Background: an optimization exercise with open tools, aiming at small area, a short achievable clock period and few clock cycles per item. Do not read the settings as production practice. Function was checked by simulation only, so behaviour that the tests miss may differ from the original. No activity file was given, so power comes from the tool's default toggle rates.

==> flow/design.v <==
`timescale 1ns / 1ps
`default_nettype none
package bprd_pkg;
  localparam int PALETTE_DEPTH = 256;
  localparam int MAX_WIDTH     = 4096;
  localparam int MAX_ROWS      = 4096;
  localparam int PAL_AW    = $clog2(PALETTE_DEPTH);
  localparam int ENT_W     = $clog2(PALETTE_DEPTH + 1);
  localparam int PAL_CNT_W = ENT_W + 2;
  localparam int FMT_W        = 2;
  localparam int WIDTH_CFG_W  = 13;
  localparam int HEIGHT_CFG_W = 14;
  localparam int ENT_CFG_W    = 9;
  localparam int CFG_DATA_W   = 14;
  localparam int CFG_ADDR_W   = 2;
  localparam int W_W    = $clog2(MAX_WIDTH + 1);
  localparam int GW     = (W_W > WIDTH_CFG_W) ? W_W : WIDTH_CFG_W;
  localparam int RB_W   = $clog2(3 * MAX_WIDTH + 4);
  localparam int CC_W   = RB_W + 1;
  localparam int ROWS_W = $clog2(MAX_ROWS + 1);
  localparam int COL_OUT_W = 12;
  localparam int ROW_OUT_W = 12;
  localparam int RGB_W     = 24;
  localparam int OUT_DATA_W = 48;
  localparam logic [1:0] CMD_START   = 2'd0;
  localparam logic [1:0] CMD_PALETTE = 2'd1;
  localparam logic [1:0] CMD_PIXEL   = 2'd2;
  localparam logic [1:0] FMT_4BPP  = 2'd0;
  localparam logic [1:0] FMT_8BPP  = 2'd1;
  localparam logic [1:0] FMT_24BPP = 2'd2;
  localparam logic [1:0] FMT_NONE  = 2'd3;
  localparam logic [CFG_ADDR_W-1:0] CFG_PIXEL_FORMAT    = 2'd0;
  localparam logic [CFG_ADDR_W-1:0] CFG_IMAGE_WIDTH     = 2'd1;
  localparam logic [CFG_ADDR_W-1:0] CFG_IMAGE_HEIGHT    = 2'd2;
  localparam logic [CFG_ADDR_W-1:0] CFG_PALETTE_ENTRIES = 2'd3;
  localparam logic [1:0] LANE_ALPHA = 2'd3;
  typedef struct packed {
    logic              en;
    logic [PAL_AW-1:0] addr;
    logic [1:0]        lane;
    logic [7:0]        data;
  } pal_wr_t;
  typedef enum logic {
    CLR_SWEEP,
    CLR_DONE
  } clr_state_t;
endpackage
`default_nettype wire
`timescale 1ns / 1ps
`default_nettype none
module bprd_color_table (
  input  wire                           clk,
  input  wire                           rst_n,
  input  bprd_pkg::pal_wr_t             wr,
  input  wire                           rd_en,
  input  wire  [bprd_pkg::PAL_AW-1:0]   rd_addr0,
  input  wire  [bprd_pkg::PAL_AW-1:0]   rd_addr1,
  output logic [bprd_pkg::RGB_W-1:0]    rd_data0,
  output logic [bprd_pkg::RGB_W-1:0]    rd_data1,
  output logic                          ready
);
  logic [bprd_pkg::RGB_W-1:0]  mem [bprd_pkg::PALETTE_DEPTH];
  bprd_pkg::clr_state_t        state_r, state_nxt;
  logic [bprd_pkg::PAL_AW-1:0] clr_addr_r, clr_addr_nxt;
  logic                        clr_we;
  always_ff @(posedge clk) begin
    if (!rst_n) begin
      state_r    <= bprd_pkg::CLR_SWEEP;
      clr_addr_r <= '0;
    end else begin
      state_r    <= state_nxt;
      clr_addr_r <= clr_addr_nxt;
    end
  end
  always_comb begin
    state_nxt    = state_r;
    clr_addr_nxt = clr_addr_r;
    clr_we       = 1'b0;
    ready        = 1'b0;
    case (state_r)
      bprd_pkg::CLR_SWEEP: begin
        clr_we       = 1'b1;
        clr_addr_nxt = clr_addr_r + 1'b1;
        if (clr_addr_r == bprd_pkg::PAL_AW'(bprd_pkg::PALETTE_DEPTH - 1)) begin
          state_nxt    = bprd_pkg::CLR_DONE;
          clr_addr_nxt = '0;
        end
      end
      bprd_pkg::CLR_DONE: begin
        ready = 1'b1;
      end
      default: begin
        state_nxt = bprd_pkg::CLR_SWEEP;
      end
    endcase
  end
  always_ff @(posedge clk) begin
    if (clr_we) begin
      mem[clr_addr_r] <= '0;
    end else if (wr.en && wr.lane != bprd_pkg::LANE_ALPHA) begin
      mem[wr.addr][8*wr.lane +: 8] <= wr.data;
    end
  end
  always_ff @(posedge clk) begin
    if (rd_en) begin
      rd_data0 <= mem[rd_addr0];
      rd_data1 <= mem[rd_addr1];
    end
  end
endmodule
`default_nettype wire
`timescale 1ns / 1ps
`default_nettype none
module bmp_pixel_row_decoder_unit (
  input  wire                                 clk,
  input  wire                                 rst_n,
  input  wire                                 in_tvalid,
  output logic                                in_tready,
  input  wire  [7:0]                          in_tdata,    
  input  wire  [1:0]                          in_tuser,    
  output logic                                out_tvalid,
  input  wire                                 out_tready,
  output logic [bprd_pkg::OUT_DATA_W-1:0]     out_tdata,
  output logic                                out_tlast,   
  input  wire                                 cfg_we,
  input  wire  [bprd_pkg::CFG_ADDR_W-1:0]     cfg_addr,
  input  wire  [bprd_pkg::CFG_DATA_W-1:0]     cfg_wdata
);
  logic [bprd_pkg::FMT_W-1:0]        fmt_r;
  logic [bprd_pkg::WIDTH_CFG_W-1:0]  width_r;
  logic [bprd_pkg::HEIGHT_CFG_W-1:0] height_r;
  logic [bprd_pkg::ENT_CFG_W-1:0]    pal_ent_r;
  always_ff @(posedge clk) begin
    if (!rst_n) begin
      fmt_r     <= bprd_pkg::FMT_8BPP;
      width_r   <= bprd_pkg::WIDTH_CFG_W'(1);
      height_r  <= bprd_pkg::HEIGHT_CFG_W'(1);
      pal_ent_r <= '0;
    end else if (cfg_we) begin
      case (cfg_addr)
        bprd_pkg::CFG_PIXEL_FORMAT:    fmt_r     <= cfg_wdata[bprd_pkg::FMT_W-1:0];
        bprd_pkg::CFG_IMAGE_WIDTH:     width_r   <= cfg_wdata[bprd_pkg::WIDTH_CFG_W-1:0];
        bprd_pkg::CFG_IMAGE_HEIGHT:    height_r  <= cfg_wdata[bprd_pkg::HEIGHT_CFG_W-1:0];
        bprd_pkg::CFG_PALETTE_ENTRIES: pal_ent_r <= cfg_wdata[bprd_pkg::ENT_CFG_W-1:0];
        default: begin
        end
      endcase
    end
  end
  logic [bprd_pkg::PAL_CNT_W-1:0] pal_cnt_r, pal_cnt_nxt;
  logic [bprd_pkg::RB_W-1:0]      rbc_r, rbc_nxt;
  logic [bprd_pkg::CC_W-1:0]      col_r, col_nxt;
  logic [bprd_pkg::ROWS_W-1:0]    rows_r, rows_nxt;
  logic [15:0]                    pc_r, pc_nxt;
  logic [1:0]                     phase_r, phase_nxt;
  logic                              s1_valid_r, s1_valid_nxt;
  logic [1:0]                        s1_pend_r, s1_pend_nxt;
  logic [1:0]                        s1_oob_r;
  logic                              s1_direct_r;
  logic [bprd_pkg::RGB_W-1:0]        s1_rgb_r;
  logic [bprd_pkg::COL_OUT_W-1:0]    s1_col0_r, s1_col1_r;
  logic [bprd_pkg::ROW_OUT_W-1:0]    s1_row_r;
  logic                              out_valid_r, out_valid_nxt;
  logic                              out_last_r;
  logic [bprd_pkg::RGB_W-1:0]        out_rgb_r;
  logic [bprd_pkg::COL_OUT_W-1:0]    out_col_r;
  logic [bprd_pkg::ROW_OUT_W-1:0]    out_row_r;
  bprd_pkg::pal_wr_t             pal_wr;
  logic [bprd_pkg::PAL_AW-1:0]   rd_addr0, rd_addr1;
  logic [bprd_pkg::RGB_W-1:0]    rd_data0, rd_data1;
  logic                          ct_ready;
  logic [bprd_pkg::GW-1:0]           w_g;
  logic [bprd_pkg::RB_W-1:0]         w;
  logic [bprd_pkg::RB_W-1:0]         data_bytes;
  logic [bprd_pkg::RB_W:0]           padded_x;
  logic [bprd_pkg::RB_W-1:0]         padded;
  logic [bprd_pkg::HEIGHT_CFG_W-1:0] mag_h;
  logic [bprd_pkg::ROWS_W-1:0]       mag;
  logic [bprd_pkg::ROWS_W-1:0]       row;
  logic [bprd_pkg::ENT_W-1:0]        ent;
  logic [bprd_pkg::PAL_CNT_W-1:0]    pal_limit;
  logic [bprd_pkg::RB_W-1:0]         rbc_inc;
  logic [bprd_pkg::CC_W-1:0]         w_c, col_p1;
  logic in_acc, s1_move, s1_done;
  logic in_data, emit0, emit1, direct;
  logic [7:0] idx0, idx1;
  logic [bprd_pkg::RGB_W-1:0] rgb0, rgb1;
  assign in_acc  = in_tvalid && in_tready;
  assign s1_move = s1_valid_r && (!out_valid_r || out_tready);
  assign s1_done = s1_move && (s1_pend_r != 2'b11);
  assign in_tready = ct_ready && (!s1_valid_r || s1_done);
  always_comb begin
    w_g = bprd_pkg::GW'(width_r);
    if (width_r == '0) begin
      w_g = bprd_pkg::GW'(1);
    end else if (int'(width_r) > bprd_pkg::MAX_WIDTH) begin
      w_g = bprd_pkg::GW'(bprd_pkg::MAX_WIDTH);
    end
    w = bprd_pkg::RB_W'(w_g);
    case (fmt_r)
      bprd_pkg::FMT_4BPP: data_bytes = bprd_pkg::RB_W'(({1'b0, w} + 1'b1) >> 1);
      bprd_pkg::FMT_8BPP: data_bytes = w;
      default:            data_bytes = bprd_pkg::RB_W'({w, 1'b0} + {1'b0, w});
    endcase
    padded_x = {1'b0, data_bytes} + 2'd3;
    padded   = {padded_x[bprd_pkg::RB_W-1:2], 2'b00};
    mag_h = height_r[bprd_pkg::HEIGHT_CFG_W-1] ? (~height_r + 1'b1) : height_r;
    mag   = (int'(mag_h) > bprd_pkg::MAX_ROWS) ? bprd_pkg::ROWS_W'(bprd_pkg::MAX_ROWS)
                                               : bprd_pkg::ROWS_W'(mag_h);
    row   = height_r[bprd_pkg::HEIGHT_CFG_W-1] ? rows_r : (mag - 1'b1 - rows_r);
    ent = bprd_pkg::ENT_W'(pal_ent_r);
    if (pal_ent_r == '0) begin
      ent = (fmt_r == bprd_pkg::FMT_4BPP) ? bprd_pkg::ENT_W'(16)
                                          : bprd_pkg::ENT_W'(bprd_pkg::PALETTE_DEPTH);
    end else if (int'(pal_ent_r) > bprd_pkg::PALETTE_DEPTH) begin
      ent = bprd_pkg::ENT_W'(bprd_pkg::PALETTE_DEPTH);
    end
    pal_limit = {ent, 2'b00};
  end
  assign rbc_inc = rbc_r + 1'b1;
  assign w_c     = bprd_pkg::CC_W'(w);
  assign col_p1  = col_r + 1'b1;
  assign in_data = (rbc_r < data_bytes);
  assign idx0    = (fmt_r == bprd_pkg::FMT_4BPP) ? {4'd0, in_tdata[7:4]} : in_tdata;
  assign idx1    = {4'd0, in_tdata[3:0]};
  assign rd_addr0 = bprd_pkg::PAL_AW'(idx0);
  assign rd_addr1 = bprd_pkg::PAL_AW'(idx1);
  always_comb begin
    pal_cnt_nxt = pal_cnt_r;
    rbc_nxt     = rbc_r;
    col_nxt     = col_r;
    rows_nxt    = rows_r;
    pc_nxt      = pc_r;
    phase_nxt   = phase_r;
    emit0       = 1'b0;
    emit1       = 1'b0;
    direct      = 1'b0;
    pal_wr.en   = 1'b0;
    pal_wr.addr = bprd_pkg::PAL_AW'(pal_cnt_r[bprd_pkg::PAL_CNT_W-1:2]);
    pal_wr.lane = pal_cnt_r[1:0];
    pal_wr.data = in_tdata;
    if (in_acc) begin
      case (in_tuser)
        bprd_pkg::CMD_START: begin
          pal_cnt_nxt = '0;
          rbc_nxt     = '0;
          col_nxt     = '0;
          rows_nxt    = '0;
          pc_nxt      = '0;
          phase_nxt   = '0;
        end
        bprd_pkg::CMD_PALETTE: begin
          if (fmt_r != bprd_pkg::FMT_NONE && pal_cnt_r < pal_limit) begin
            pal_wr.en   = 1'b1;
            pal_cnt_nxt = pal_cnt_r + 1'b1;
          end
        end
        bprd_pkg::CMD_PIXEL: begin
          if (fmt_r != bprd_pkg::FMT_NONE && rows_r < mag) begin
            if (in_data) begin
              case (fmt_r)
                bprd_pkg::FMT_4BPP: begin
                  emit0   = (col_r < w_c);
                  emit1   = (col_p1 < w_c);
                  col_nxt = col_r + 2'd2;
                end
                bprd_pkg::FMT_8BPP: begin
                  emit0   = (col_r < w_c);
                  col_nxt = col_p1;
                end
                default: begin
                  case (phase_r)
                    2'd0: begin
                      pc_nxt    = {pc_r[15:8], in_tdata};
                      phase_nxt = 2'd1;
                    end
                    2'd1: begin
                      pc_nxt    = {in_tdata, pc_r[7:0]};
                      phase_nxt = 2'd2;
                    end
                    default: begin
                      emit0     = (col_r < w_c);
                      direct    = 1'b1;
                      col_nxt   = col_p1;
                      phase_nxt = 2'd0;
                    end
                  endcase
                end
              endcase
            end
            rbc_nxt = rbc_inc;
            if (rbc_inc >= padded) begin
              rbc_nxt   = '0;
              col_nxt   = '0;
              phase_nxt = '0;
              rows_nxt  = rows_r + 1'b1;
            end
          end
        end
        default: begin
        end
      endcase
    end
  end
  always_ff @(posedge clk) begin
    if (!rst_n) begin
      pal_cnt_r <= '0;
      rbc_r     <= '0;
      col_r     <= '0;
      rows_r    <= '0;
      pc_r      <= '0;
      phase_r   <= '0;
    end else begin
      pal_cnt_r <= pal_cnt_nxt;
      rbc_r     <= rbc_nxt;
      col_r     <= col_nxt;
      rows_r    <= rows_nxt;
      pc_r      <= pc_nxt;
      phase_r   <= phase_nxt;
    end
  end
  bprd_color_table u_color_table (
    .clk      (clk),
    .rst_n    (rst_n),
    .wr       (pal_wr),
    .rd_en    (in_acc),
    .rd_addr0 (rd_addr0),
    .rd_addr1 (rd_addr1),
    .rd_data0 (rd_data0),
    .rd_data1 (rd_data1),
    .ready    (ct_ready)
  );
  always_comb begin
    s1_valid_nxt = s1_valid_r;
    s1_pend_nxt  = s1_pend_r;
    if (in_acc) begin
      s1_valid_nxt = emit0 || emit1;
      s1_pend_nxt  = {emit1, emit0};
    end else if (s1_done) begin
      s1_valid_nxt = 1'b0;
    end else if (s1_move) begin
      s1_pend_nxt = 2'b10;
    end
  end
  always_ff @(posedge clk) begin
    if (!rst_n) begin
      s1_valid_r <= 1'b0;
      s1_pend_r  <= '0;
    end else begin
      s1_valid_r <= s1_valid_nxt;
      s1_pend_r  <= s1_pend_nxt;
    end
  end
  always_ff @(posedge clk) begin
    if (in_acc) begin
      s1_oob_r    <= {int'(idx1) >= bprd_pkg::PALETTE_DEPTH,
                      int'(idx0) >= bprd_pkg::PALETTE_DEPTH};
      s1_direct_r <= direct;
      s1_rgb_r    <= {in_tdata, pc_r};
      s1_col0_r   <= bprd_pkg::COL_OUT_W'(col_r);
      s1_col1_r   <= bprd_pkg::COL_OUT_W'(col_p1);
      s1_row_r    <= bprd_pkg::ROW_OUT_W'(row);
    end
  end
  assign rgb0 = s1_direct_r ? s1_rgb_r : (s1_oob_r[0] ? '0 : rd_data0);
  assign rgb1 = s1_oob_r[1] ? '0 : rd_data1;
  always_comb begin
    out_valid_nxt = out_valid_r;
    if (s1_move) begin
      out_valid_nxt = 1'b1;
    end else if (out_tready) begin
      out_valid_nxt = 1'b0;
    end
  end
  always_ff @(posedge clk) begin
    if (!rst_n) begin
      out_valid_r <= 1'b0;
    end else begin
      out_valid_r <= out_valid_nxt;
    end
  end
  always_ff @(posedge clk) begin
    if (s1_move) begin
      out_last_r <= (s1_pend_r != 2'b11);
      out_row_r  <= s1_row_r;
      if (s1_pend_r[0]) begin
        out_rgb_r <= rgb0;
        out_col_r <= s1_col0_r;
      end else begin
        out_rgb_r <= rgb1;
        out_col_r <= s1_col1_r;
      end
    end
  end
  assign out_tvalid = out_valid_r;
  assign out_tlast  = out_last_r;
  assign out_tdata  = {out_row_r, out_col_r,
                       out_rgb_r[7:0], out_rgb_r[15:8], out_rgb_r[23:16]};
endmodule
`default_nettype wire
==> flow/run.sh <==
#!/bin/bash
# synth_recipe.tcl (not shown) runs the flow's synth.tcl, then flattens the netlist and writes it again
# the make line also repeats each setting of config.mk as NAME=value (left out here)
make -C /OpenROAD-flow-scripts/flow DESIGN_CONFIG=/design/flow/config.mk WORK_HOME=/design/flow/orfs CLKGATE_MAP_FILE= SYNTH_SCRIPT=/design/flow/synth_recipe.tcl finish
==> flow/config.mk <==
export PLATFORM = sky130hd
export DESIGN_NAME = bmp_pixel_row_decoder_unit
export DESIGN_NICKNAME = bmp_pixel_row_decoder_unit
export VERILOG_FILES = /design/flow/design.v
export SDC_FILE = /design/flow/constraint.sdc
export NUM_CORES = 4
export LEC_CHECK = 0
export CAP_MARGIN = 20
export CORE_MARGIN = 2
export CORE_UTILIZATION = 30
export PLACE_DENSITY = 0.45
export SLEW_MARGIN = 20
export SYNTH_MEMORY_MAX_BITS = 8192
==> flow/constraint.sdc <==
create_clock -name core_clock -period 6.0 [get_ports {clk}]
set_input_delay 1.2000 -clock core_clock [delete_from_list [all_inputs] [get_ports {clk}]]
set_output_delay 1.2000 -clock core_clock [all_outputs]
set_load 0.01 [all_outputs]
==> summary.txt <==
power by group through the flow:
stage                     clock [µW]  sequential [µW]  combinational (µW)
final                          41000            48600                4960
after floorplan                    0            49600                2700
after CTS                      41900            48600                4990
after global routing           43600            48600                5240
after global placement             0            49600                4980
after detailed placement           0            49600                4980
cells by family after synthesis:
family | count (synthesis) | synth area share (%)
buffers and inverters | 1349 | 2.07
AO/OA/AOI/OAI | 2054 | 5.53
adder cells (fa/ha/maj) | 101 | 0.490
AND/OR/NAND/NOR | 4652 | 8.50
multiplexers | 1279 | 9.24
flip-flops | 6424 | 74.0
XOR/XNOR | 66 | 0.223
registers in the layout (all words and copies together) (netlist names), 15 cells and up:
signal	cells
u_color_table.rd_data0	24
pc_r	16
u_color_table.mem	6144
col_r	15
s1_rgb_r	24
u_color_table.rd_data1	24
out_rgb_r	24
Yosys cell counts (16+ instances only):
library cell	count
a21oi_1	234
a31oi_1	687
xor2_1	26
o2111ai_1	25
ha_1	100
mux4_2	888
and2_1	42
nor3_1	130
a22o_1	288
mux2_2	23
nor4_2	143
buf_1	163
a22oi_1	97
mux2i_1	368
buf_2	181
inv_1	70
o31ai_1	22
clkbuf_1	920
o21ai_0	132
nor4_1	572
nand2_1	2726
and3_1	16
nand2b_1	30
nand4_1	125
a211oi_1	23
dfxtp_1	122
edfxtp_1	6302
or3_1	16
nand3_1	627
a21o_1	26
xnor2_1	40
nor2_1	123
nor2b_1	28
a32oi_1	293
o22ai_1	150
metal layers:
layer  GRT usage [%]  part of all wire (%)  wire length (µm)
met4            3.94                   2.2             17800
met3            2.20                   5.2             42400
met5               0                0.0049                40
met2            28.9                    47            381000
met1            26.2                    46            370000
metrics by stage:
stage / cell area [µm²] / power, µW / hold WS [ps] / cells
after floorplan: 259000 / 52300 / 400 / 15900
after global placement: 285000 / 54600 / 404 / 27600
after detailed placement: 285000 / 54600 / 412 / 27600
after CTS: 306000 / 95500 / 425 / 28900
after global routing: 307000 / 97400 / 427 / 28900
final: 307000 / 94600 / 421 / 28900
worst max-delay path, cell delays in order (launching register included):
cell and delay (ps):
dfxtp_1 340, clkinv_1 220, nand2_1 210, inv_1 110, ha_2 280, ha_1 230, a21oi_1 190, a21oi_1 150
o21ai_0 300, a211oi_1 120, a211o_1 290, a21oi_1 200, mux2_2 390, ha_1 300, nand4_1 110, or2_2 320
a211oi_1 360, nor3b_1 130, a2111oi_1 550, buf_4 230, o21ai_1 160, o22ai_1 240
area by class of cell:
class,instances,area (µm²)
sequential,6424,192000
antenna,13,32.5
clock buffer,834,17700
inverter,71,272
fill,81600,555000
clock inverter,388,3610
tap,11500,14400
timing repair buffer,1502,15100
multi-input combinational,8152,64400
path summary, 6_finish.rpt:
kind                                          startpoint                endpoint  slack [ps]  cells past startpoint
worst min register to register     s1_row_r[9]$_DFFE_PP_  out_row_r[9]$_DFFE_PP_         420                      0
worst max register to register  width_r[12]$_SDFFE_PN0P_   col_r[8]$_SDFFE_PN0P_         490                     21
worst max-delay path            width_r[12]$_SDFFE_PN0P_   col_r[8]$_SDFFE_PN0P_         490                     21
worst min-delay path               s1_row_r[9]$_DFFE_PP_  out_row_r[9]$_DFFE_PP_         420                      0
==> key figures <==
Run status
  • Outcome: no timing/DRC/antenna violations

Clocking
  • CTS sink cnt: ~6,400
  • Setup Fix Bufs, Post-CTS: 0
  • Post-CTS Resized: 0
  • CTS root buffer: clkbuf_16
  • Clock tree buffer depth: 4
  • H-tree levels: 6
  • Number of buffers created by CTS: about 680
  • Hold-fix buffer count after cts: 0
  • Worst-skew pair later-pin latency: ~1200 ps
  • TritonCTS clock tree: built
  • Clock-pin slew of the registers on the worst-case setup and hold paths: ~60 ps

Floorplanning
  • Initial Utilization: 30.1%
  • Die H: slightly above 900 µm
  • I/O pins: 82
  • Core box area: 0.862 mm²
  • Die width: between 900 and 1000 µm
  • Die area: around 0.87 mm²
  • # rows: 341

Yosys
  • Synth Instances: between 15,000 and 20,000
  • Synthesized area: around 0.26 mm²
  • Number of library cell types mapped by synthesis: 77
  • Share of the synthesized area in the top cell type: between 70% and 80%
  • Post-synth EDFFs: around 6,300
  • Register area share after synthesis: roughly three quarters
  • Largest area contributor in the netlist: edfxtp_1
  • Top_reg_cell synth: edfxtp_1
  • Yosys reg bits: between 6,000 and 7,000
  • Asr flop ratio synth: 0%
  • Syn Nets: between 15,000 and 20,000
  • Avg Inst Size Synth: between 15 and 20 µm²
  • Ys Warns: 2
  • Top post-synthesis cells by area: edfxtp_1 (73%), mux4_2 (7.7%), nand2_1 (3.9%)

Drt
  • DRT Wirelength: slightly above 800,000 µm
  • Routed via count: approximately 150k
  • DRC viols: 0
  • Vias per std cell: 5.23
  • Routed length per instance: around 28 µm
  • Post-route ant nets: 0
  • Initial drt markers: 14,300
  • 1st-pass router iterations: 6

Timing
  • Max Fclk: roughly 180 MHz
  • Final setup TNS: 0 ps
  • Minimum clock period: roughly 5500 ps
  • Worst Skew: 90.4 ps
  • Final Cycle Share: between 90% and 100%
  • Final Max Tran Viols: 0
  • Relative slew margins: a little under a quarter
  • Hold Fails Final Rpt: 0
  • Worst slew pin tran: ~1100 ps
  • Min setup slack post-route: 485 ps
  • RSZ-0062 raised after global routing: no
  • Final setup viols: 0

Global routing
  • Total gr overflow: 0
  • First-pass GRT wire length: about 1,200,000 µm
  • Initial antenna violation count: 53
  • GRT Total Usage: about 18%
  • Vias in the first global route: 150,000
  • Largest net degree at the start of global routing: about 130

Worst hold path
  • Hold WC Path Type: reg -> reg

Final layout
  • Area growth, synth to finish: 18.5%
  • NumNets Final: between 15,000 and 20,000
  • Final Core Density: between 30% and 40%
  • Share of cells above drive strength 1: around a fifth
  • Most frequent cells in the layout: edfxtp_1 (6,302), nand2_1 (2,722), buf_4 (1,110), mux4_2 (888)
  • Commonest non-fill, non-tap cell in the layout: edfxtp_1

Power
  • Sw Share: around 23%
  • Power per cell area: around 310 mW/mm²
  • Power share of the combinational group: roughly 5.2%
  • Peak VDD IR: between 0.3 and 0.4 mV
  • LEAKAGE: 0.101 µW
  • Net Sw Power: around 21,000 µW
  • Share of power burned in registers: between 50 and 60%
  • Internal Power: between 70,000 and 80,000 µW
  • Power share of the clock group: 43.3%

Place
  • PortBufs: 81
  • Post-DP HPWL: between 500,000 and 600,000 µm
  • Pre-CTS WS: ~150 ps
  • GP Congestion: around 0.8

Worst setup path
  • Critical path class: reg -> reg
  • Worst Setup End Kind: register
  • CP Launch Type: register
  • CP Data Arrival Time: ~6600 ps
  • Worst Path Required: between 7000 and 8000 ps
  • Crit path max fanout: 12

Job
  • Max-cap violations: 0
Testbench counts, summed over its fixed seeds: cycles 102,143, pixels 44,278.

==> port drivers added, routing unchanged <==
How much do the figures lean on ideal ports? The routed layout below was timed once more, with nothing changed but the port constraints. Step 1 sets driving cells, clkbuf_16 on the clock port and buf_2 on the other inputs (assumed; they add their load-dependent delay and slew). Step 2 adds t to the input delays and takes it off the output delays; t is the mean of the earliest and latest rising clock arrival at the registers after step 1. Input paths then give back, and output paths get back, about the clock's delay inside the block. Three values: ideal ports, drivers, drivers and shift; two values: the first two.
shift t [ns]: 1.262
setup WS [ns]: 0.485 / 0.485 / 0.138
worst hold slack (ns): 0.421 / 0.421 / 0.421
worst data-port slew with drivers (ns): 0.21
pins driven straight from the clock port: 1
After both steps setup and hold are still met in this run. The setup slack of this run moves by 0.000 ns with the drivers and by -0.347 ns with both steps.
